This design comes from an exercise in tuning for small area, a short achievable clock period and few clock cycles on the open sky130 flow, not from production work. Where RTL was checked, it was by simulation tests only, not by an equivalence proof against the original. For run 3, only the layout was checked, not whether the RTL still works. No activity file was given, so power comes from the tool's default toggle rates.

==> flow/design.v (outline; a module is shown in full before it is edited, if it fits) <==
// module pfx_add: 31 lines
// module pfx_add_late: 33 lines
// module quire_booth_enc: 30 lines
// module quire_mul_tree: 219 lines
// module quire_resolve: 54 lines
// module quire_norm_coarse: 43 lines
// module quire_norm_fine: 28 lines
// module quire_norm_out: 64 lines
// module ppu_quire_acc: 297 lines
module ppu_quire_acc (
   input  logic        clk_i,
   input  logic        rst_i,
   input  logic        in_valid_i,
   output logic        in_ready_o,
   input  logic [21:0] in_a_i,
   input  logic [21:0] in_b_i,
   input  logic        in_a_special_i,
   input  logic        in_b_special_i,
   input  logic        in_last_i,
   output logic        out_valid_o,
   input  logic        out_ready_i,
   output logic [48:0] out_meta_o,
   output logic        out_nar_o,
   output logic        out_zero_o
);
  // ...
==> flow/run.sh <==
#!/bin/bash
# synth_recipe.tcl (not shown) runs the flow's synth.tcl, then flattens the netlist and writes it again
# the make line also repeats each setting of config.mk as NAME=value (left out here)
make -C /OpenROAD-flow-scripts/flow DESIGN_CONFIG=/design/flow/config.mk WORK_HOME=/design/flow/orfs CLKGATE_MAP_FILE= SYNTH_SCRIPT=/design/flow/synth_recipe.tcl finish
==> flow/config.mk <==
export PLATFORM = sky130hd
export DESIGN_NAME = ppu_quire_acc
export DESIGN_NICKNAME = ppu_quire_acc
export VERILOG_FILES = /design/flow/design.v
export SDC_FILE = /design/flow/constraint.sdc
export NUM_CORES = 4
export LEC_CHECK = 0
export CAP_MARGIN = 20
export CORE_MARGIN = 2
export CORE_UTILIZATION = 60
export PLACE_DENSITY = 0.65
export SLEW_MARGIN = 20
export SYNTH_HIERARCHICAL = 1
==> flow/constraint.sdc <==
create_clock -name core_clock -period 12.0 [get_ports {clk_i}]
set_input_delay 2.4000 -clock core_clock [delete_from_list [all_inputs] [get_ports {clk_i}]]
set_output_delay 2.4000 -clock core_clock [all_outputs]
set_load 0.01 [all_outputs]
==> out/results.txt, run 1 <==
reported sequential group power = 0.00449 W
Clock Network Area Fraction = 5.14%
Setup Skew = 0.0258 ns
power of the clock network = 0.00279 W
cell family contributing the most delay on the critical path = compound AO/OA/AOI/OAI gates
average cell area after synthesis = 9.08 um^2
most common cell after layout, fill and taps aside = sky130_fd_sc_hd__dfxtp_1
Non-CTS buffers = 167
Final Hold Fails = 0
H-Tree Depth = 3
multi-input logic area = 35400 um^2
final critical path time including I/O delays and setup = 4.63 ns
most utilized layer in the global route result = met2
hold-critical path depth = 0
CP Data Required Time = 12.57 ns
layout filler cell count = 7378
cells along the critical path = nand4_2 -> nor4_4 -> nand3_2 -> a2111oi_2 -> a211oi_2 -> o32ai_1 -> nand2_1 -> a211oi_2 -> mux2_2 -> inv_1 -> o221ai_4 -> a21boi_4 -> a21oi_4 -> nor4b_1 -> a2111oi_2
cts hold-fix bufs = 0
result of the run = complete, no violations
highest attainable clock frequency = 0.216 GHz
RD Place Congestion = 1.08
Biggest Area Class = multi-input gates
final setup slack of the worst path = 7.37 ns
number of vias after detailed routing = 49300
Critical Path Source = x[2][24]$_DFF_P_
final worst-path cycle share = 38.6%
vertical die dimension = 305 um
Bufs and invs on worst path = 1
arrival time reported for the critical path endpoint = 5.21 ns
row cnt = 110
Testbench counts, summed over its fixed seeds: cycles 7,194.
==> module pfx_add_late, before the edit <==
module pfx_add_late #(
   parameter int W = 32
) (
   input  logic [W-1:0] a,
   input  logic [W-1:0] b,
   input  logic         cin,
   output logic [W-1:0] s,
   output logic         gout,     
   output logic         pout      
);
   localparam int LV = $clog2(W);
   logic [W-1:0] g [LV+1];
   logic [W-1:0] p [LV+1];
   logic [W-1:0] hp;
   assign hp   = a ^ b;
   assign g[0] = a & b;
   assign p[0] = hp;
   for (genvar l = 0; l < LV; l++) begin : g_lv
      for (genvar i = 0; i < W; i++) begin : g_bit
         if (((i >> l) & 1) == 1) begin : g_op
            localparam int J = ((i >> l) << l) - 1;
            assign g[l+1][i] = g[l][i] | (p[l][i] & g[l][J]);
            assign p[l+1][i] = p[l][i] & p[l][J];
         end else begin : g_pass
            assign g[l+1][i] = g[l][i];
            assign p[l+1][i] = p[l][i];
         end
      end
   end
   assign s    = hp ^ ({g[LV][W-2:0], 1'b0} | ({p[LV][W-2:0], 1'b1} & {W{cin}}));
   assign gout = g[LV][W-1];
   assign pout = p[LV][W-1];
endmodule
==> module quire_resolve, before the edit <==
module quire_resolve (
   input  logic [255:0] x,
   input  logic [6:0]   cr,       
   output logic [7:0]   kk,       
   output logic [7:0]   nz,       
   output logic         sgn
);
   logic [7:0] crin, z0, e0, e1, e2, gg, pp, rz, ro;
   logic [7:0] rz0, rz1, ro0, ro1;
   logic [7:0] lg [4];
   logic [7:0] lp [4];
   logic       a7, t1, t2, c0, c1;
   always_comb begin
      for (int i = 0; i < 8; i++) begin
         crin[i] = (i == 0) ? 1'b0 : cr[i-1];
         z0[i] = ~|x[32*i +: 32];
         e0[i] = (&x[32*i+2 +: 30]) &  x[32*i+1] &  x[32*i];
         e1[i] = (&x[32*i+2 +: 30]) &  x[32*i+1] & ~x[32*i];
         e2[i] = (&x[32*i+2 +: 30]) & ~x[32*i+1] &  x[32*i];
         gg[i] = e0[i] & crin[i];
         pp[i] = (e0[i] & ~crin[i]) | (e1[i] & crin[i]);
         rz0[i] = crin[i] ? e0[i] : z0[i];
         rz1[i] = crin[i] ? e1[i] : e0[i];
         ro0[i] = crin[i] ? e1[i] : e0[i];
         ro1[i] = crin[i] ? e2[i] : e1[i];
      end
      a7 = &x[226 +: 29];
      t1 = a7 & x[225] & x[224];      
      t2 = a7 & x[225] & ~x[224];     
      c0 = crin[7] & t1;
      c1 = t1 | (crin[7] & t2);
   end
   assign lg[0] = gg;
   assign lp[0] = pp;
   for (genvar l = 0; l < 3; l++) begin : g_lv
      for (genvar c = 0; c < 8; c++) begin : g_c
         if (((c >> l) & 1) == 1) begin : g_op
            localparam int J = ((c >> l) << l) - 1;
            assign lg[l+1][c] = lg[l][c] | (lp[l][c] & lg[l][J]);
            assign lp[l+1][c] = lp[l][c] & lp[l][J];
         end else begin : g_pass
            assign lg[l+1][c] = lg[l][c];
            assign lp[l+1][c] = lp[l][c];
         end
      end
   end
   always_comb begin
      kk  = {lg[3][6:0], 1'b0};
      rz  = (kk & rz1) | (~kk & rz0);
      ro  = (kk & ro1) | (~kk & ro0);
      sgn = x[255] ^ (kk[7] ? c1 : c0);
      nz  = sgn ? ~ro : ~rz;
   end
endmodule
==> module quire_norm_coarse, before the edit <==
module quire_norm_coarse (
   input  logic [255:0] quire,
   input  logic [7:0]   nz,
   input  logic         sgn,
   output logic [71:0]  win,      
   output logic [4:0]   lzl,
   output logic [2:0]   m,        
   output logic         none,     
   output logic         stk
);
   logic [295:0] zz;
   logic [71:0]  c5;
   logic [7:0]   o32, o24, below, under, above, jsel;
   logic [31:0]  top;
   always_comb begin
      above[7] = 1'b0;
      for (int i = 6; i >= 0; i--) above[i] = above[i+1] | nz[i+1];
      none = ~|nz;
      for (int i = 0; i < 8; i++) jsel[i] = nz[i] & ~above[i];
      jsel[0] = jsel[0] | none;
      m = 3'd0;
      for (int j = 0; j < 8; j++) if (jsel[j]) m = 3'(7 - j);
      zz = {quire, 40'b0};
      c5 = '0;
      for (int j = 0; j < 8; j++)
         c5 = c5 | ({72{jsel[j]}} & zz[32*j + 71 -: 72]);
      win = c5 ^ {72{sgn}};
      top = win[71:40];
      lzl = 5'd31;
      for (int i = 0; i < 32; i++)
         if (top[i]) lzl = 5'(31 - i);
      for (int i = 0; i < 8; i++) begin
         o32[i] = |quire[32*i +: 32];
         o24[i] = |quire[32*i +: 24];
      end
      under[0] = 1'b0;
      for (int j = 1; j < 8; j++) under[j] = under[j-1] | o32[j-1];
      below[0] = 1'b0;
      below[1] = 1'b0;
      for (int j = 2; j < 8; j++) below[j] = o24[j-2] | under[j-2];
      stk = |(jsel & below);
   end
endmodule
==> module ppu_quire_acc, before the edit <==
module ppu_quire_acc (
   input  logic        clk_i,
   input  logic        rst_i,
   input  logic        in_valid_i,
   output logic        in_ready_o,
   input  logic [21:0] in_a_i,
   input  logic [21:0] in_b_i,
   input  logic        in_a_special_i,
   input  logic        in_b_special_i,
   input  logic        in_last_i,
   output logic        out_valid_o,
   input  logic        out_ready_i,
   output logic [48:0] out_meta_o,
   output logic        out_nar_o,
   output logic        out_zero_o
);
   localparam int W  = 32;
   localparam int NC = 8;
   logic fire, last_fire;
   assign fire      = in_valid_i & in_ready_o;
   assign last_fire = fire & in_last_i;
   logic        r0_valid;
   logic [13:0] r0_ma;
   logic [6:0]  r0_one, r0_two, r0_bneg, enc_one, enc_two, enc_neg;
   logic        r0_btop, enc_btop;
   logic [6:0]  r0_ta, r0_tb;
   logic        r0_neg, r0_add, r0_nar, r0_last;
   quire_booth_enc u_enc (.b(in_b_i[13:0]), .one(enc_one), .two(enc_two), .neg(enc_neg), .btop(enc_btop));
   always_ff @(posedge clk_i or posedge rst_i)
      if (rst_i) r0_valid <= 1'b0;
      else       r0_valid <= fire;
   always_ff @(posedge clk_i) begin
      r0_ma   <= in_a_i[13:0];
      r0_one  <= enc_one;
      r0_two  <= enc_two;
      r0_bneg <= enc_neg;
      r0_btop <= enc_btop;
      r0_ta   <= in_a_i[20:14];
      r0_tb   <= in_b_i[20:14];
      r0_neg  <= in_a_i[21] ^ in_b_i[21];
      r0_nar  <= (in_a_special_i & in_a_i[21]) | (in_b_special_i & in_b_i[21]);
      r0_add  <= ~in_a_special_i & ~in_b_special_i;
      r0_last <= in_last_i;
   end
   logic              m1_valid;
   logic [27:0]       m1_ra, m1_rb, tree_ra, tree_rb;
   logic signed [8:0] m1_k;
   logic              m1_neg, m1_add, m1_nar, m1_last;
   quire_mul_tree u_tree (
      .a    (r0_ma),
      .one  (r0_one),
      .two  (r0_two),
      .neg  (r0_bneg),
      .btop (r0_btop),
      .ra   (tree_ra),
      .rb   (tree_rb)
   );
   always_ff @(posedge clk_i or posedge rst_i)
      if (rst_i) m1_valid <= 1'b0;
      else       m1_valid <= r0_valid;
   always_ff @(posedge clk_i) begin
      m1_ra   <= tree_ra;
      m1_rb   <= tree_rb;
      m1_k    <= 9'($signed(r0_ta)) + 9'($signed(r0_tb)) + 9'sd102;
      m1_neg  <= r0_neg;
      m1_nar  <= r0_valid & r0_nar;
      m1_add  <= r0_valid & r0_add;
      m1_last <= r0_last;
   end
   logic              m2_valid;
   logic [27:0]       m2_p, prod;
   logic              prod_co;
   logic signed [8:0] m2_k;
   logic              m2_neg, m2_add, m2_nar, m2_last;
   pfx_add #(.W(28)) u_padd (.a(m1_ra), .b(m1_rb), .cin(1'b0), .s(prod), .co(prod_co));
   always_ff @(posedge clk_i or posedge rst_i)
      if (rst_i) m2_valid <= 1'b0;
      else       m2_valid <= m1_valid;
   always_ff @(posedge clk_i) begin
      m2_p    <= prod;
      m2_k    <= m1_k;
      m2_neg  <= m1_neg;
      m2_nar  <= m1_nar;
      m2_add  <= m1_add;
      m2_last <= m1_last;
   end
   logic              r2_valid;
   logic [58:0]       r2_win;
   logic [NC-1:0]     r2_lo, r2_hi, r2_fill;
   logic              r2_neg, r2_cin, r2_drop, r2_nar, r2_last;
   logic [58:0]       sh;
   logic [3:0]        cidx;
   assign sh   = 59'(m2_p) << m2_k[4:0];
   assign cidx = m2_k[8:5];
   always_ff @(posedge clk_i or posedge rst_i)
      if (rst_i) r2_valid <= 1'b0;
      else       r2_valid <= m2_valid;
   always_ff @(posedge clk_i) begin
      r2_win <= sh ^ {59{m2_neg}};
      r2_neg <= m2_neg;
      for (int i = 0; i < NC; i++) begin
         r2_lo[i]   <= m2_add & (cidx == 4'(i));
         r2_hi[i]   <= m2_add & (cidx == 4'(i - 1));
         r2_fill[i] <= m2_add & m2_neg & (cidx != 4'(i)) & (cidx != 4'(i - 1));
      end
      r2_cin  <= m2_add & m2_neg;
      r2_drop <= m2_add & (cidx == 4'hF) & (|sh[31:0]);
      r2_nar  <= m2_nar;
      r2_last <= m2_last;
   end
   logic [W-1:0]  x   [NC];
   logic [W-1:0]  xin [NC];
   logic [W-1:0]  a   [NC];
   logic [W-1:0]  sum [NC];
   logic          cg  [NC];
   logic          cp  [NC];
   logic          cin [NC];
   logic [NC-2:0] cr;
   logic [NC-1:0] crin;
   logic [NC:0]   kk;
   logic [63:0]   wfull;
   logic          fresh, cap, res, nar_acc, sticky_acc;
   logic [3:0]    clr;      
   logic          fr_a, fr_b, nfr_a, nfr_b;
   assign wfull = {{5{r2_neg}}, r2_win};
   always_comb begin
      for (int i = 0; i < NC; i++) begin
         crin[i] = (i == 0) ? 1'b0 : cr[i-1];
         xin[i]  = clr[i/2] ? '0 : x[i];
         a[i]    = ({W{r2_lo[i]}} & wfull[W-1:0]) |
                   ({W{r2_hi[i]}} & wfull[2*W-1:W]) |
                   {W{r2_fill[i]}} |
                   {{(W-1){1'b0}}, res & crin[i]};
         if (i == 0) cin[i] = r2_cin;
         else        cin[i] = res ? kk[i] : crin[i];
      end
   end
   logic [255:0] q;
   logic [NC-1:0] rnz, nz_r;
   logic          rsgn, sgn_r;
   assign q = {x[7], x[6], x[5], x[4], x[3], x[2], x[1], x[0]};
   quire_resolve u_res (
      .x    (q),
      .cr   (cr),
      .kk   (kk[NC-1:0]),
      .nz   (rnz),
      .sgn  (rsgn)
   );
   always_ff @(posedge clk_i) begin
      nz_r  <= rnz;
      sgn_r <= rsgn;
   end
   for (genvar i = 0; i < NC; i++) begin : g_chunk
      pfx_add_late #(.W(W)) u_add (
         .a    (xin[i]),
         .b    (a[i]),
         .cin  (cin[i]),
         .s    (sum[i]),
         .gout (cg[i]),
         .pout (cp[i])
      );
   end
   always_ff @(posedge clk_i or posedge rst_i) begin
      if (rst_i) begin
         fr_a  <= 1'b1;
         fr_b  <= 1'b1;
         nfr_a <= 1'b0;
         nfr_b <= 1'b0;
      end else begin
         if (r2_valid) fr_a <= 1'b0;
         else if (res) fr_a <= 1'b1;
         if (res)           fr_b <= 1'b1;
         else if (r2_valid) fr_b <= 1'b0;
         if (r2_valid) nfr_a <= 1'b1;
         else if (res) nfr_a <= 1'b0;
         if (res)           nfr_b <= 1'b0;
         else if (r2_valid) nfr_b <= 1'b1;
      end
   end
   assign clr   = {~nfr_b, ~nfr_a, fr_b, fr_a};
   assign fresh = fr_a;
   always_ff @(posedge clk_i or posedge rst_i) begin
      if (rst_i) begin
         cap     <= 1'b0;
         res     <= 1'b0;
         cr      <= '0;
      end else begin
         cap     <= res;
         res     <= r2_valid & r2_last;
         for (int i = 0; i < NC - 1; i++)
            cr[i] <= ~res & (cg[i] | (cp[i] & (i == 0 ? r2_cin : crin[i])));
      end
   end
   always_ff @(posedge clk_i) begin
      for (int i = 0; i < NC; i++) x[i] <= sum[i];
      nar_acc    <= (nar_acc & ~fresh) | (r2_valid & r2_nar);
      sticky_acc <= (sticky_acc & ~fresh) | (r2_valid & r2_drop);
   end
   logic [71:0] crs_win, n1_win;
   logic [4:0]  crs_lzl, n1_lzl;
   logic        crs_stk, crs_none;
   logic [2:0]  crs_m, n1_m;
   logic        n1_stk, n1_s, n1_none, n1_sticky, n1_nar, n1_valid;
   logic [40:0] fine_lead, n2_lead;
   logic        fine_nz;
   logic [7:0]  n2_lz;
   logic        n2_lownz, n2_s, n2_none, n2_sticky, n2_nar, n2_valid;
   logic [48:0] norm_meta;
   logic        norm_zero;
   logic [48:0] out_meta_r;
   logic        out_nar_r, out_zero_r;
   logic        n2_to_out;
   quire_norm_coarse u_coarse (
      .quire (q),
      .nz    (nz_r),
      .sgn   (sgn_r),
      .win   (crs_win),
      .lzl   (crs_lzl),
      .m     (crs_m),
      .none  (crs_none),
      .stk   (crs_stk)
   );
   always_ff @(posedge clk_i) begin
      n1_win    <= crs_win;
      n1_lzl    <= crs_lzl;
      n1_m      <= crs_m;
      n1_stk    <= crs_stk;
      n1_s      <= sgn_r;
      n1_none   <= crs_none;
      n1_sticky <= sticky_acc;
      n1_nar    <= nar_acc;
   end
   quire_norm_fine u_fine (
      .win  (n1_win),
      .lzl  (n1_lzl),
      .sgn  (n1_s),
      .lead (fine_lead),
      .nz   (fine_nz)
   );
   assign n2_to_out = n2_valid & ~out_valid_o;
   always_ff @(posedge clk_i) begin
      if (n1_valid) begin
         n2_lead   <= fine_lead;
         n2_lz     <= {n1_m, n1_lzl};
         n2_lownz  <= n1_stk | fine_nz;
         n2_s      <= n1_s;
         n2_none   <= n1_none;
         n2_sticky <= n1_sticky;
         n2_nar    <= n1_nar;
      end
   end
   quire_norm_out u_out (
      .lead   (n2_lead),
      .lz     (n2_lz),
      .lownz  (n2_lownz),
      .sgn    (n2_s),
      .none   (n2_none),
      .sticky (n2_sticky),
      .meta   (norm_meta),
      .zero   (norm_zero)
   );
   always_ff @(posedge clk_i) begin
      if (n2_to_out) begin
         out_meta_r <= n2_nar ? '0 : norm_meta;
         out_nar_r  <= n2_nar;
         out_zero_r <= ~n2_nar & norm_zero;
      end
   end
   logic [2:0] committed, committed_nx, base;
   logic       n1_valid_nx, n2_valid_nx, out_valid_nx;
   always_comb begin
      n1_valid_nx  = cap;
      n2_valid_nx  = n1_valid | (n2_valid & ~n2_to_out);
      out_valid_nx = n2_to_out | (out_valid_o & ~out_ready_i);
      committed_nx = committed + 3'(last_fire) - 3'(n1_valid);
      base         = committed - 3'(n1_valid) + 3'(n2_valid_nx);
   end
   always_ff @(posedge clk_i or posedge rst_i) begin
      if (rst_i) begin
         committed   <= '0;
         n1_valid    <= 1'b0;
         n2_valid    <= 1'b0;
         out_valid_o <= 1'b0;
         in_ready_o  <= 1'b1;
      end else begin
         committed   <= committed_nx;
         n1_valid    <= n1_valid_nx;
         n2_valid    <= n2_valid_nx;
         out_valid_o <= out_valid_nx;
         in_ready_o  <= ~last_fire &
                        ((base == 3'd0) | ((base == 3'd1) & ~out_valid_nx));
      end
   end
   assign out_meta_o = out_meta_r;
   assign out_nar_o  = out_nar_r;
   assign out_zero_o = out_zero_r;
endmodule
==> inputs of run 2 (changes only) <==
--- a/flow/design.v
+++ b/flow/design.v
@@ -46,7 +46,9 @@
    input  logic         cin,
    output logic [W-1:0] s,
    output logic         gout,     
-   output logic         pout      
+   output logic         pout,     
+   output logic         ones,     
+   output logic         onesm1    
 );
    localparam int LV = $clog2(W);
    logic [W-1:0] g [LV+1];
@@ -70,6 +72,10 @@
    assign s    = hp ^ ({g[LV][W-2:0], 1'b0} | ({p[LV][W-2:0], 1'b1} & {W{cin}}));
    assign gout = g[LV][W-1];
    assign pout = p[LV][W-1];
+   logic [W-1:0] t;
+   assign t      = hp ^ {g[0][W-2:0], cin};
+   assign ones   = &t;
+   assign onesm1 = (&t[W-1:2]) & (hp[1] ^ (a[0] | b[0])) & ~t[0];
 endmodule
 module quire_booth_enc (
    input  logic [13:0] b,
@@ -322,12 +328,15 @@
 endmodule
 module quire_resolve (
    input  logic [255:0] x,
+   input  logic [7:0]   xones,    
+   input  logic [7:0]   xonesm1,  
    input  logic [6:0]   cr,       
    output logic [7:0]   kk,       
-   output logic [7:0]   nz,       
+   output logic [7:0]   jsel,     
+   output logic         none,     
    output logic         sgn
 );
-   logic [7:0] crin, z0, e0, e1, e2, gg, pp, rz, ro;
+   logic [7:0] crin, z0, e0, e1, e2, gg, pp, rz, ro, nz, above;
    logic [7:0] rz0, rz1, ro0, ro1;
    logic [7:0] lg [4];
    logic [7:0] lp [4];
@@ -336,8 +345,8 @@
       for (int i = 0; i < 8; i++) begin
          crin[i] = (i == 0) ? 1'b0 : cr[i-1];
          z0[i] = ~|x[32*i +: 32];
-         e0[i] = (&x[32*i+2 +: 30]) &  x[32*i+1] &  x[32*i];
-         e1[i] = (&x[32*i+2 +: 30]) &  x[32*i+1] & ~x[32*i];
+         e0[i] = xones[i];
+         e1[i] = xonesm1[i];
          e2[i] = (&x[32*i+2 +: 30]) & ~x[32*i+1] &  x[32*i];
          gg[i] = e0[i] & crin[i];
          pp[i] = (e0[i] & ~crin[i]) | (e1[i] & crin[i]);
@@ -372,28 +381,27 @@
       ro  = (kk & ro1) | (~kk & ro0);
       sgn = x[255] ^ (kk[7] ? c1 : c0);
       nz  = sgn ? ~ro : ~rz;
+      above[7] = 1'b0;
+      for (int i = 6; i >= 0; i--) above[i] = above[i+1] | nz[i+1];
+      none = ~|nz;
+      for (int i = 0; i < 8; i++) jsel[i] = nz[i] & ~above[i];
+      jsel[0] = jsel[0] | none;
    end
 endmodule
 module quire_norm_coarse (
    input  logic [255:0] quire,
-   input  logic [7:0]   nz,
+   input  logic [7:0]   jsel,
    input  logic         sgn,
    output logic [71:0]  win,      
    output logic [4:0]   lzl,
    output logic [2:0]   m,        
-   output logic         none,     
    output logic         stk
 );
    logic [295:0] zz;
    logic [71:0]  c5;
-   logic [7:0]   o32, o24, below, under, above, jsel;
+   logic [7:0]   o32, o24, below, under;
    logic [31:0]  top;
    always_comb begin
-      above[7] = 1'b0;
-      for (int i = 6; i >= 0; i--) above[i] = above[i+1] | nz[i+1];
-      none = ~|nz;
-      for (int i = 0; i < 8; i++) jsel[i] = nz[i] & ~above[i];
-      jsel[0] = jsel[0] | none;
       m = 3'd0;
       for (int j = 0; j < 8; j++) if (jsel[j]) m = 3'(7 - j);
       zz = {quire, 40'b0};
@@ -647,19 +655,23 @@
       end
    end
    logic [255:0] q;
-   logic [NC-1:0] rnz, nz_r;
-   logic          rsgn, sgn_r;
+   logic [NC-1:0] rjsel, jsel_r, xones, xonesm1, ones_nx, onesm1_nx;
+   logic          rsgn, sgn_r, rnone, none_r;
    assign q = {x[7], x[6], x[5], x[4], x[3], x[2], x[1], x[0]};
    quire_resolve u_res (
-      .x    (q),
-      .cr   (cr),
-      .kk   (kk[NC-1:0]),
-      .nz   (rnz),
-      .sgn  (rsgn)
+      .x       (q),
+      .xones   (xones),
+      .xonesm1 (xonesm1),
+      .cr      (cr),
+      .kk      (kk[NC-1:0]),
+      .jsel    (rjsel),
+      .none    (rnone),
+      .sgn     (rsgn)
    );
    always_ff @(posedge clk_i) begin
-      nz_r  <= rnz;
-      sgn_r <= rsgn;
+      jsel_r <= rjsel;
+      none_r <= rnone;
+      sgn_r  <= rsgn;
    end
    for (genvar i = 0; i < NC; i++) begin : g_chunk
       pfx_add_late #(.W(W)) u_add (
@@ -667,8 +679,10 @@
          .b    (a[i]),
          .cin  (cin[i]),
          .s    (sum[i]),
-         .gout (cg[i]),
-         .pout (cp[i])
+         .gout   (cg[i]),
+         .pout   (cp[i]),
+         .ones   (ones_nx[i]),
+         .onesm1 (onesm1_nx[i])
       );
    end
    always_ff @(posedge clk_i or posedge rst_i) begin
@@ -704,12 +718,14 @@
    end
    always_ff @(posedge clk_i) begin
       for (int i = 0; i < NC; i++) x[i] <= sum[i];
+      xones   <= ones_nx;
+      xonesm1 <= onesm1_nx;
       nar_acc    <= (nar_acc & ~fresh) | (r2_valid & r2_nar);
       sticky_acc <= (sticky_acc & ~fresh) | (r2_valid & r2_drop);
    end
    logic [71:0] crs_win, n1_win;
    logic [4:0]  crs_lzl, n1_lzl;
-   logic        crs_stk, crs_none;
+   logic        crs_stk;
    logic [2:0]  crs_m, n1_m;
    logic        n1_stk, n1_s, n1_none, n1_sticky, n1_nar, n1_valid;
    logic [40:0] fine_lead, n2_lead;
@@ -723,12 +739,11 @@
    logic        n2_to_out;
    quire_norm_coarse u_coarse (
       .quire (q),
-      .nz    (nz_r),
+      .jsel  (jsel_r),
       .sgn   (sgn_r),
       .win   (crs_win),
       .lzl   (crs_lzl),
       .m     (crs_m),
-      .none  (crs_none),
       .stk   (crs_stk)
    );
    always_ff @(posedge clk_i) begin
@@ -737,7 +752,7 @@
       n1_m      <= crs_m;
       n1_stk    <= crs_stk;
       n1_s      <= sgn_r;
-      n1_none   <= crs_none;
+      n1_none   <= none_r;
       n1_sticky <= sticky_acc;
       n1_nar    <= nar_acc;
    end
==> out/results.txt, run 2 <==
router iterations before antenna repair = 12
syn nets = 7025
startpoint-to-endpoint class of the critical path = reg -> reg
row cnt = 114 (+3.6%)
CP endpoint kind = flop
register-to-register setup slack = 7.81 ns
average cell area after synthesis = 9.12 um^2 (+0.38%)
number of nets still failing antenna checks after routing = 0
slew of the pin with the lowest slew margin = 1.44 ns
final critical path time including I/O delays and setup = 4.19 ns (-0.447 ns)
HP Class = reg -> reg
setup_tns = 0 ns
maximum number of buffers from clock root to sink = 3
clk root buf = sky130_fd_sc_hd__clkbuf_16
count of pins over their slew limit = 0
layout filler cell count = 7996 (+8.4%)
launching element type of the critical path = flop
number of cells in the design after placement = 7405
result of the run = complete, no violations
P_leak = 24.4 nW
width of the die = 316 um
number of vias after detailed routing = 52300 (+6.1%)
reg2reg start = r2_win[12]$_DFF_P_
detailed placement HPWL = 168000 um
wire length of the first global-routing pass = 331000 um
most frequent cells in the layout = sky130_fd_sc_hd__inv_1, sky130_fd_sc_hd__dfxtp_1, sky130_fd_sc_hd__nand2_1
Sw Pwr = 0.00552 W
setup bufs post-CTS = 0
hold-critical path depth = 0 (unchanged)
number of synthesis warnings = 31
unrepaired setup endpoints after global routing = false
H-Tree Depth = 3 (unchanged)
Non-Filler Instances = 7604
routed length per instance = 30.2 um
drt initial violations = 7216
worst-skew pair later-pin latency = 0.72 ns
cts hold-fix bufs = 0 (unchanged)
overall fraction of global-route tracks in use = 45.2%
number of global-route vias before repair = 49400
highest attainable clock frequency = 0.239 GHz (+11%)
fraction of layout instances using a drive strength above 1 = 8.37%
vertical die dimension = 316 um (+3.9%)
clock group share of total power = 23.5%
biggest registers after layout = x x256, n1_win x71, r2_win x59
Max Cap Violations = 0
ratio of total power to cell area = 192 nW/um^2
ratio of routed vias to standard cells = 6.88
max reg flops = 256
overall routed net length = 230000 um
most common cell after layout, fill and taps aside = sky130_fd_sc_hd__inv_1
area delta synth->final = 6.77%
hold path startpoint = m1_k[7]$_DFF_P_
gate count after technology mapping = 6422
clock edge transition at the registers on the reported setup and hold paths = 0.06 ns
largest reg by FF count = x
combinational fraction of design power = 37.9%
total congestion overflow = 0
Setup Skew = 0.0473 ns (+0.0216 ns)
number of CTS-inserted buffers = 85
arrival time reported for the critical path endpoint = 4.80 ns (-0.41 ns)
clock tree from TritonCTS = yes
number of gates resized after CTS = 0
detailed-route DRC error count = 0
Initial Utilization = 60.5%
CTS sink count = 740
synthesized area = 58600 um^2
largest fanout on the critical path = 8
Net Sw Frac = 46.1%
part of the total power dissipated in sequential elements = 38.6%
CP Data Required Time = 12.61 ns (+0.04 ns)
# setup viols final = 0
overall die area = 100000 um^2
number of nets in the layout = 6819
length in cells of the worst reg-to-reg path = 12
initial antenna violation count = 23
placeable core region = 96700 um^2
endpoint of the worst hold-timing path = m2_k[7]$_DFF_P_
Pint = 0.00646 W
maximum number of pins on one net before global-route repair = 77
io pins = 104
Final Hold Fails = 0 (unchanged)
RD Place Congestion = 1.12 (+3.6%)
final worst-path cycle share = 34.9% (-3.7 points)
count of port buffers added during placement = 103
Critical R2R Capture = cr[2]$_DFF_PP0_
Max IR drop VDD = 280 uV
relative slew slack = 3.56%
run 2: worst max-delay path by stage:
stage / from / slack, ns / end / cells past startpoint
after floorplan: in_last_i / 8.63 / committed[2]$_DFF_PP0_ / 5
after global routing: n2_lead[9]$_DFFE_PP_ / 7.62 / out_meta_r[43]$_SDFFCE_PP0P_ / 10
after CTS: in_ready_o$_DFF_PP1_ / 7.79 / in_ready_o / 1
after global placement: in_last_i / 8.04 / committed[2]$_DFF_PP0_ / 6
after detailed placement: in_last_i / 8.06 / committed[2]$_DFF_PP0_ / 6
final: r2_win[12]$_DFF_P_ / 7.81 / cr[2]$_DFF_PP0_ / 12
run 2: metal layers:
metal  track usage [%]  routed length (um)  vias up
li1                  -                   -    22600
met1              53.9               83100    25200
met2              66.6               97500     3544
met3              16.1               28100     1021
met4              35.1               20800       20
met5                 0                 121        -
run 2: power groups by stage:
stage	registers, W	clock network [W]	logic, W
2_1_floorplan	0.00347	0	0.00339
3_3_place_gp	0.00447	0	0.00428
3_5_place_dp	0.00447	0	0.00436
4_1_cts	0.00443	0.00282	0.00439
5_1_grt	0.00451	0.00292	0.00485
6_report	0.00462	0.00281	0.00455
run 2: critical path: stages (launching register included):
cell and delay [ns]:
sky130_fd_sc_hd__dfxtp_1 1.22, sky130_fd_sc_hd__a221o_1 0.36, sky130_fd_sc_hd__ha_1 0.18, sky130_fd_sc_hd__inv_1 0.06, sky130_fd_sc_hd__fa_1 0.42, sky130_fd_sc_hd__a21boi_1 0.16
sky130_fd_sc_hd__a311oi_2 0.33, sky130_fd_sc_hd__a211oi_4 0.13, sky130_fd_sc_hd__o21ai_0 0.19, sky130_fd_sc_hd__a31oi_1 0.11, sky130_fd_sc_hd__o21ai_0 0.51, sky130_fd_sc_hd__a21oi_1 0.25
sky130_fd_sc_hd__nor2_1 0.14
run 2: layout make-up:
cell class | count | area [um^2] | area share [%]
Timing Repair Buffer | 172 | 1550 | 2.48
Inverter | 645 | 2420 | 3.87
Clock buffer | 106 | 2360 | 3.77
Clock inverter | 49 | 662 | 1.06
Multi-Input combinational cell | 4572 | 37800 | 60.5
Tap cell | 1276 | 1600 | 2.55
Antenna cell | 44 | 110 | 0.176
Sequential cell | 740 | 16000 | 25.6
run 2: stage by stage:
step | hold WS [ns] | area [um^2] | power, W | worst slack (ns) | util (%)
floorplan | 0.310 | 58600 | 0.00686 | 8.63 | -
global placement | 0.310 | 59400 | 0.00875 | 8.04 | 61.4
detailed placement | 0.312 | 59400 | 0.00883 | 8.06 | 61.4
CTS | 0.326 | 62400 | 0.0116 | 7.79 | 64.5
global route | 0.332 | 62400 | 0.0123 | 7.62 | 64.5
finish | 0.325 | 62500 | 0.0120 | 7.81 | 64.6
Testbench counts of run 2, summed over its fixed seeds: cycles 7,194.
==> module quire_norm_fine, before the edit <==
module quire_norm_fine (
   input  logic [71:0] win,
   input  logic [4:0]  lzl,
   input  logic        sgn,
   output logic [40:0] lead,     
   output logic        nz        
);
   logic [55:0] c4;
   logic [47:0] c3;
   logic [43:0] c2;
   logic [41:0] c1;
   logic [4:0]  drop;
   logic        s;
   always_comb begin
      s       = sgn;
      c4      = lzl[4] ? win[55:0] : win[71 -: 56];
      drop[4] = lzl[4] ? 1'b0 : |(win[15:0] ^ {16{s}});
      c3      = lzl[3] ? c4[47:0] : c4[55 -: 48];
      drop[3] = lzl[3] ? 1'b0 : |(c4[7:0] ^ {8{s}});
      c2      = lzl[2] ? c3[43:0] : c3[47 -: 44];
      drop[2] = lzl[2] ? 1'b0 : |(c3[3:0] ^ {4{s}});
      c1      = lzl[1] ? c2[41:0] : c2[43 -: 42];
      drop[1] = lzl[1] ? 1'b0 : |(c2[1:0] ^ {2{s}});
      lead    = lzl[0] ? c1[40:0] : c1[41 -: 41];
      drop[0] = lzl[0] ? 1'b0 : (c1[0] ^ s);
      nz      = |drop;
   end
endmodule
==> module quire_norm_out, before the edit <==
module quire_norm_out (
   input  logic [40:0] lead,
   input  logic [7:0]  lz,
   input  logic        lownz,
   input  logic        sgn,
   input  logic        none,
   input  logic        sticky,
   output logic [48:0] meta,
   output logic        zero
);
   logic              s, cy, ovf, hi0, hi1, lo0, lo1;
   logic [39:0]       frac;
   logic [39:0]       run [7];
   logic [6:0]        t0, t1, te;
   assign run[0] = {lead[38:0], 1'b1};
   for (genvar l = 0; l < 6; l++) begin : g_lv
      for (genvar i = 0; i < 40; i++) begin : g_bit
         if (((i >> l) & 1) == 1) begin : g_op
            assign run[l+1][i] = run[l][i] & run[l][((i >> l) << l) - 1];
         end else begin : g_pass
            assign run[l+1][i] = run[l][i];
         end
      end
   end
   always_comb begin
      s    = sgn;
      cy   = s & ~lownz;
      ovf  = cy & run[6][39] & lead[39];
      frac = lead[39:0] ^ ({40{cy}} & run[6]);
      t0  = 7'(8'd127 - lz);
      t1  = 7'(8'd128 - lz);
      hi0 = lz < 8'd64;
      hi1 = lz < 8'd65;
      lo0 = lz > 8'd191;
      lo1 = lz > 8'd192;
      te  = ovf ? t1 : t0;
      meta = '0;
      zero = 1'b0;
      if (none & ~s) begin
         zero = ~sticky;
         if (sticky) begin
            meta[47:41] = 7'h40;
            meta[0]     = 1'b1;
         end
      end else if (none) begin
         meta[48]    = 1'b1;
         meta[47:41] = 7'h40;
         meta[0]     = 1'b1;
      end else begin
         meta[48]   = s;
         meta[40:1] = frac;
         meta[0]    = lownz | sticky;
         if (ovf ? hi1 : hi0) begin
            meta[47:41] = 7'h3F;
            meta[0]     = 1'b1;
         end else if (ovf ? lo1 : lo0) begin
            meta[47:41] = 7'h40;
            meta[0]     = 1'b1;
         end else begin
            meta[47:41] = te;
         end
      end
   end
endmodule
==> inputs of run 3 (changes only) <==
--- a/flow/design.v
+++ b/flow/design.v
@@ -430,6 +430,7 @@
    input  logic [4:0]  lzl,
    input  logic        sgn,
    output logic [40:0] lead,     
+   output logic        allone,   
    output logic        nz        
 );
    logic [55:0] c4;
@@ -451,11 +452,13 @@
       lead    = lzl[0] ? c1[40:0] : c1[41 -: 41];
       drop[0] = lzl[0] ? 1'b0 : (c1[0] ^ s);
       nz      = |drop;
+      allone  = &lead[39:0];
    end
 endmodule
 module quire_norm_out (
    input  logic [40:0] lead,
    input  logic [7:0]  lz,
+   input  logic        allone,
    input  logic        lownz,
    input  logic        sgn,
    input  logic        none,
@@ -480,7 +483,7 @@
    always_comb begin
       s    = sgn;
       cy   = s & ~lownz;
-      ovf  = cy & run[6][39] & lead[39];
+      ovf  = cy & allone;
       frac = lead[39:0] ^ ({40{cy}} & run[6]);
       t0  = 7'(8'd127 - lz);
       t1  = 7'(8'd128 - lz);
@@ -729,7 +732,7 @@
    logic [2:0]  crs_m, n1_m;
    logic        n1_stk, n1_s, n1_none, n1_sticky, n1_nar, n1_valid;
    logic [40:0] fine_lead, n2_lead;
-   logic        fine_nz;
+   logic        fine_nz, fine_allone, n2_allone;
    logic [7:0]  n2_lz;
    logic        n2_lownz, n2_s, n2_none, n2_sticky, n2_nar, n2_valid;
    logic [48:0] norm_meta;
@@ -760,13 +763,15 @@
       .win  (n1_win),
       .lzl  (n1_lzl),
       .sgn  (n1_s),
-      .lead (fine_lead),
-      .nz   (fine_nz)
+      .lead   (fine_lead),
+      .allone (fine_allone),
+      .nz     (fine_nz)
    );
    assign n2_to_out = n2_valid & ~out_valid_o;
    always_ff @(posedge clk_i) begin
       if (n1_valid) begin
          n2_lead   <= fine_lead;
+         n2_allone <= fine_allone;
          n2_lz     <= {n1_m, n1_lzl};
          n2_lownz  <= n1_stk | fine_nz;
          n2_s      <= n1_s;
@@ -778,6 +783,7 @@
    quire_norm_out u_out (
       .lead   (n2_lead),
       .lz     (n2_lz),
+      .allone (n2_allone),
       .lownz  (n2_lownz),
       .sgn    (n2_s),
       .none   (n2_none),
==> flow/flow/run.sh (new file) <==
#!/bin/bash
# The standard layout, with sky130_fd_sc_hd__buf_4 as the buffer that
# buffer_ports puts on every input and output port (ORFS otherwise picks a
# delay cell, clkdlybuf4s50_1, for them). Everything else is the standard flow's
# standard.sh: the standard synthesis and the ORFS flow with config.mk.
set -euo pipefail
export BUFFER_PORTS_ARGS="-buffer_cell sky130_fd_sc_hd__buf_4"
bash standard.sh > standard.log 2>&1
==> flow/standard.sh (new file) <==
#!/bin/bash
# synth_recipe.tcl (not shown) runs the flow's synth.tcl, then flattens the netlist and writes it again
# the make line also repeats each setting of config.mk as NAME=value (left out here)
make -C /OpenROAD-flow-scripts/flow DESIGN_CONFIG=/design/flow/config.mk WORK_HOME=/design/flow/orfs CLKGATE_MAP_FILE= SYNTH_SCRIPT=/design/flow/synth_recipe.tcl "${@:-finish}"
removed: flow/run.sh
==> out/results.txt, run 3 <==
launching element type of the critical path = flop
average cell area after synthesis = 9.18 um^2 (+0.71%)
Max Cap Violations = 0 (unchanged)
CTS sink count = 741 (+0.14%)
Final Hold Fails = 0 (unchanged)
setup_tns = 0 ns (unchanged)
number of global-route vias before repair = 51800 (+4.9%)
number of nets in the layout = 6917 (+1.4%)
row cnt = 115 (+0.88%)
count of pins over their slew limit = 0 (unchanged)
drt initial violations = 8435 (+17%)
H-Tree Depth = 3 (unchanged)
Global Route met1 Usage = 55.3% (+1.4 points)
cts hold-fix bufs = 0 (unchanged)
arrival time reported for the critical path endpoint = 4.70 ns (-0.10 ns)
unrepaired setup endpoints after global routing = false
worst-skew pair later-pin latency = 0.74 ns (+0.02 ns)
number of CTS-inserted buffers = 86 (+1.2%)
total congestion overflow = 0 (unchanged)
vertical die dimension = 320 um (+1.2%)
reg2reg start = r2_hi[1]$_DFF_P_
Max IR drop VDD = 237 uV (-15%)
Initial Utilization = 60.7% (+0.20 points)
final setup slack of the worst path = 7.93 ns (+0.114 ns)
overall fraction of global-route tracks in use = 46.3% (+1.0 points)
syn nets = 7132 (+1.5%)
slew of the pin with the lowest slew margin = 1.44 ns (-0.00926 ns)
detailed-route DRC error count = 0 (unchanged)
CP endpoint kind = flop
maximum number of buffers from clock root to sink = 3 (unchanged)
count of port buffers added during placement = 103 (unchanged)
startpoint-to-endpoint class of the critical path = reg -> reg
hold-critical path depth = 0 (unchanged)
RD Place Congestion = 1.11 (-0.30%)
overall routed net length = 242000 um (+5.3%)
Setup Slack @ Placement = 8.11 ns (+0.0551 ns)
# setup viols final = 0 (unchanged)
hold path startpoint = m1_k[1]$_DFF_P_
overall die area = 102000 um^2 (+2.4%)
global routing met2 resource utilization = 67.8% (+1.3 points)
width of the die = 320 um (+1.2%)
length in cells of the worst reg-to-reg path = 13 (+1)
clock tree from TritonCTS = yes
most frequent cells in the layout = sky130_fd_sc_hd__inv_1, sky130_fd_sc_hd__dfxtp_1, sky130_fd_sc_hd__nand2_1
most common cell after layout, fill and taps aside = sky130_fd_sc_hd__inv_1
final critical path time including I/O delays and setup = 4.07 ns (-0.114 ns)
fraction of layout instances using a drive strength above 1 = 10.6% (+2.2 points)
CP Data Required Time = 12.62 ns (about the same)
clk root buf = sky130_fd_sc_hd__clkbuf_16
number of vias after detailed routing = 54400 (+3.9%)
number of nets still failing antenna checks after routing = 0 (unchanged)
final worst-path cycle share = 33.9% (-0.95 points)
initial antenna violation count = 26 (+13%)
synthesized area = 60000 um^2 (+2.4%)
result of the run = complete, no violations
most utilized layer in the global route result = met2
ratio of routed vias to standard cells = 7.06 (+2.7%)
clock edge transition at the registers on the reported setup and hold paths = 0.06 ns (about the same)
routed length per instance = 31.4 um (+4.0%)
gate count after technology mapping = 6530 (+1.7%)
ratio of total power to cell area = 194 nW/um^2 (+1.3%)
relative slew slack = 4.18% (+0.62 points)
io pins = 104 (unchanged)
biggest registers after layout = x x256, n1_win x71, r2_win x59
area delta synth->final = 6.03%
largest fanout on the critical path = 60 (+52)
wire length of the first global-routing pass = 349000 um (+5.3%)
Setup Skew = 0.0448 ns (-0.00251 ns)
largest reg by FF count = x
met3 usage in global routing = 18.3% (+2.2 points)
P_leak = 24.6 nW (+0.98%)
number of synthesis warnings = 31 (unchanged)
maximum number of pins on one net before global-route repair = 87 (+13%)
number of gates resized after CTS = 0 (unchanged)
setup bufs post-CTS = 0 (unchanged)
detailed placement HPWL = 178000 um (+5.7%)
Critical Path Source = r2_hi[1]$_DFF_P_
placeable core region = 98700 um^2 (+2.1%)
router iterations before antenna repair = 11 (-1)
HP Class = reg -> reg
highest attainable clock frequency = 0.246 GHz (+2.8%)
max reg flops = 256 (unchanged)
run 3: path summary, 6_finish.rpt:
| kind | to | slack (ns) |
|---|---|---|
| min in group asynchronous | committed[0]$_DFF_PP0_ | 1.82 |
| setup / recovery | cr[1]$_DFF_PP0_ | 7.93 |
| setup reg to reg | cr[1]$_DFF_PP0_ | 7.93 |
| max in group asynchronous | cr[2]$_DFF_PP0_ | 9.69 |
| hold reg to reg | m2_k[1]$_DFF_P_ | 0.33 |
| hold / removal | m2_k[1]$_DFF_P_ | 0.33 |
run 3: metrics by stage:
| step | utilization, % | total power [W] | std cells | hold WS [ns] | instance area, um^2 |
|---|---|---|---|---|---|
| floorplan | - | 0.00704 | 6530 | 0.310 | 60000 |
| global placement | 61.1 | 0.00899 | 7512 | 0.310 | 60400 |
| detailed placement | 61.2 | 0.00906 | 7512 | 0.312 | 60400 |
| CTS | 64.3 | 0.0120 | 7673 | 0.326 | 63500 |
| global route | 64.3 | 0.0126 | 7676 | 0.330 | 63500 |
| finish | 64.4 | 0.0123 | 7699 | 0.326 | 63600 |
run 3: report_power, final:
group,leakage (nW),switching (W),internal (W)
Combinational,16.8,0.00308,0.00183
Sequential,6.29,0.00141,0.00311
Clock,1.52,0.00121,0.00169
run 3: metal layers:
layer / share of wire (%) / routed length, um / vias up
li1: - / - / 23100
met1: 36 / 86400 / 26500
met2: 42 / 101000 / 3797
met3: 14 / 33200 / 1020
met4: 8.6 / 20800 / 26
met5: 0.080 / 193 / -
run 3: area by class of cell:
class,instances,area [um^2]
Tap cell,1287,1610
Inverter,651,2440
Sequential cell,741,16100
Clock inverter,41,647
Timing Repair Buffer,174,1310
Multi-Input combinational cell,4661,39000
Antenna cell,24,60.1
Clock buffer,120,2480
Fill cell,8261,35100
run 3: worst max-delay path, stage by stage, from the launching register on:
cell                       delay [ns]
sky130_fd_sc_hd__dfxtp_2         0.31
sky130_fd_sc_hd__buf_4           0.59
sky130_fd_sc_hd__a221o_1         0.50
sky130_fd_sc_hd__ha_1            0.23
sky130_fd_sc_hd__inv_1           0.06
sky130_fd_sc_hd__fa_1            0.45
sky130_fd_sc_hd__and3_1          0.22
sky130_fd_sc_hd__a211oi_2        0.34
sky130_fd_sc_hd__a211oi_4        0.17
sky130_fd_sc_hd__o21ai_0         0.18
sky130_fd_sc_hd__a31oi_1         0.12
sky130_fd_sc_hd__o21ai_0         0.49
sky130_fd_sc_hd__a21oi_1         0.14
sky130_fd_sc_hd__nor2_1          0.13

==> what the ideal ports hide <==
The results above use ideal ports. As a check the final layouts listed here were re-extracted and re-timed, cells and wires unchanged. Step 1, drivers: a clkbuf_16 drives clk_i and a buf_2 each remaining input, both assumed. Step 2 moves the port delays by t, midway between the first and last clock arrival at a register: inputs arrive t later, outputs are due t later. That takes back most of the time a late clock gives input paths. Three values: ideal ports, drivers, drivers and shift; two values: the first two.
| run | t (ns) | setup WS [ns] | hold slack, ns |
|---|---|---|---|
| run 1 | 0.743 | 7.366 / 7.366 / 7.366 | 0.324 / 0.324 / 0.324 |
| run 2 | 0.773 | 7.813 / 7.741 / 7.813 | 0.325 / 0.325 / 0.325 |
| run 3 | 0.794 | 7.927 / 7.927 / 7.927 | 0.326 / 0.326 / 0.326 |
After both steps every run listed still meets setup and hold.
